Source: an optimization exercise on an open RTL-to-GDS flow (aim: small area, a short achievable clock period and few clock cycles per item). Production flows keep margins and buffers that such runs may drop. Only simulation tests tie the RTL to the original design; equivalence was not proved.

run 1:
Design magnetometer_heading_core, start of the top module:
module magnetometer_heading_core #(
    parameter int CORDIC_STEPS = mhdg_pkg::CORDIC_STEPS_DEF,
    parameter int SAMPLE_WIDTH = mhdg_pkg::SAMPLE_WIDTH_DEF
) (
    input  logic                                i_clk,
    input  logic                                i_rst_n,
    input  logic                                i_s_tvalid,
    output logic                                o_s_tready,
    input  logic [mhdg_pkg::S_TDATA_W-1:0]      i_s_tdata,    
    input  logic                                i_s_tuser,    
    output logic                                o_m_tvalid,
    input  logic                                i_m_tready,
    output logic [mhdg_pkg::M_TDATA_W-1:0]      o_m_tdata,    
    input  logic                                i_cfg_we,
    input  logic [mhdg_pkg::CFG_IDX_W-1:0]      i_cfg_idx,
    input  logic [mhdg_pkg::CFG_DATA_W-1:0]     i_cfg_data
);
Size in the first run: roughly 91 I/O pins, roughly 0.097 mm^2 of cells after synthesis.
Settings: LEC_CHECK=0, ABC_AREA=1, CAP_MARGIN=20, CORE_MARGIN=2, CORE_UTILIZATION=50, GPL_TIMING_DRIVEN=0, SLEW_MARGIN=20; clock period 13.0 ns.
standard.sh (not shown) runs the stock make flow with config.mk's settings and CLKGATE_MAP_FILE= SYNTH_SCRIPT=/design/flow/synth_recipe.tcl, a recipe that flattens the netlist after the stock synthesis.
==> flow/flow/run.sh <==
#!/bin/bash
# The standard layout, except that the port buffers buffer_ports inserts are
# sky130_fd_sc_hd__buf_4 cells rather than the library's default choice.
set -euo pipefail
bash standard.sh 'BUFFER_PORTS_ARGS=-buffer_cell sky130_fd_sc_hd__buf_4' finish > standard_sh.log 2>&1
Testbench counts of run 1, summed over its fixed seeds: cycles 4,080, items 3,072.
Edits applied to the flow inputs when going from run 1 to run 2:
- CORE_UTILIZATION now 40, was 50
- PLACE_DENSITY now 0.75, previously not set
Notes after the runs:
The run with more routed wire is run 1, not run 2.
Slew at the pin closest to its max-slew limit ended up 0.021 ns lower on run 2 than on run 1.
Number of placement rows grows by more than 10% when moving from run 1 to run 2.
In terms of count of plain and timing-repair buffers in the layout, run 1 and run 2 differ only marginally.
In run 2 relative to run 1, total cell area at the placement stage had gone up slightly.
Of run 2 and run 1, it is run 2 that has the higher share of the cycle needed by the critical path after routing.
Against run 1 as the reference, run 2 delivers a lower total global routing track utilization.
Run 1 vs run 2, library cell contributing the largest single delay on the critical path: nor2_1 vs clkbuf_1
## Diff of input files: run 3 against run 2
- a deleted PLACE_DENSITY that had been 0.75
### Flow results
- Delta (run 3 minus run 2): synthesized area level, aggregate global-route resource usage +1.5 points, worst hold slack has increased.
- Highest metal layer used by the detailed router: met4 -> run 3, met5 -> run 2
- As far as number of standard cells in the layout, taps in and fillers out is concerned, run 3 and run 2 perform about the same.
- Changes observed in run 3 relative to run 2: final period demand of the worst path moved down.


Another version of the RTL of magnetometer_heading_core (not shown whole).
Size in the first run: about 1,400 flip-flops, roughly 91 I/O pins, roughly 0.10 mm² of cells after synthesis.
make LEC_CHECK=0 ABC_AREA=1 CAP_MARGIN=20 CORE_MARGIN=2 CORE_UTILIZATION=40 SLEW_MARGIN=20 finish   # period 13.0 ns
run.sh (not shown) runs the stock make flow with config.mk's settings and CLKGATE_MAP_FILE= SYNTH_SCRIPT=/design/flow/synth_recipe.tcl, a recipe that flattens the netlist after the stock synthesis.
Stock flow here: none of the scripts above is used.
The starting point completed with no timing, DRC or antenna violations.
Testbench counts at the start, summed over its fixed seeds: cycles 4,176, items 3,072.
Next try:
==> flow/flow/run.sh (new file) <==
#!/bin/bash
# The standard layout, except that the port buffers buffer_ports inserts are
# sky130_fd_sc_hd__buf_4 cells rather than the library's default choice.
set -euo pipefail
bash standard.sh 'BUFFER_PORTS_ARGS=-buffer_cell sky130_fd_sc_hd__buf_4' finish > standard_sh.log 2>&1
==> flow/standard.sh (new file) <==
#!/bin/bash
# synth_recipe.tcl (not shown) runs the flow's synth.tcl, then flattens the netlist and writes it again
# the make line also repeats each setting of config.mk as NAME=value (left out here)
make -C /OpenROAD-flow-scripts/flow DESIGN_CONFIG=/design/flow/config.mk WORK_HOME=/design/flow/orfs CLKGATE_MAP_FILE= SYNTH_SCRIPT=/design/flow/synth_recipe.tcl "${@:-finish}"
GPL_TIMING_DRIVEN = 0   (was unset)
removed: flow/run.sh
The new run finished clean.
Core utilization rises by 0.50 points.
Die area stays the same.
Setup slack improves by 0.41 ns.
Routed wire length rose by 9.5%.

separate check: timing with driven ports:
In the flow no input, the clock included, has a driving cell. The finished layouts below were timed again as built, in two steps.
Step 1 assumes that a clkbuf_16 drives the clock port and a buf_2 every other input.
Step 2 moves the port delays by t, midway between the first and last clock arrival at a register: inputs arrive t later, outputs are due t later. That takes back most of the time a late clock gives input paths.
Slacks: no drivers / after step 1 / after step 2; pairs: no drivers / after step 1.
run	shift t [ns]	setup WS [ns]	hold slack, ns
run 1	0.897	8.718 / 8.776 / 7.879	0.380 / 0.380 / 0.380
run 2	0.896	8.594 / 8.622 / 7.726	0.397 / 0.397 / 0.397
run 3	0.881	8.699 / 8.699 / 7.900	0.400 / 0.400 / 0.400
the first run of note 2	0.899	8.309 / 8.309 / 8.309	0.393 / 0.393 / 0.393
the second run of note 2	0.887	8.715 / 8.715 / 8.118	0.383 / 0.383 / 0.383
After both steps every run listed still meets setup and hold. For run 2, which loses most, drivers alone change the setup slack by +0.028 ns; drivers and shift together by -0.868 ns.
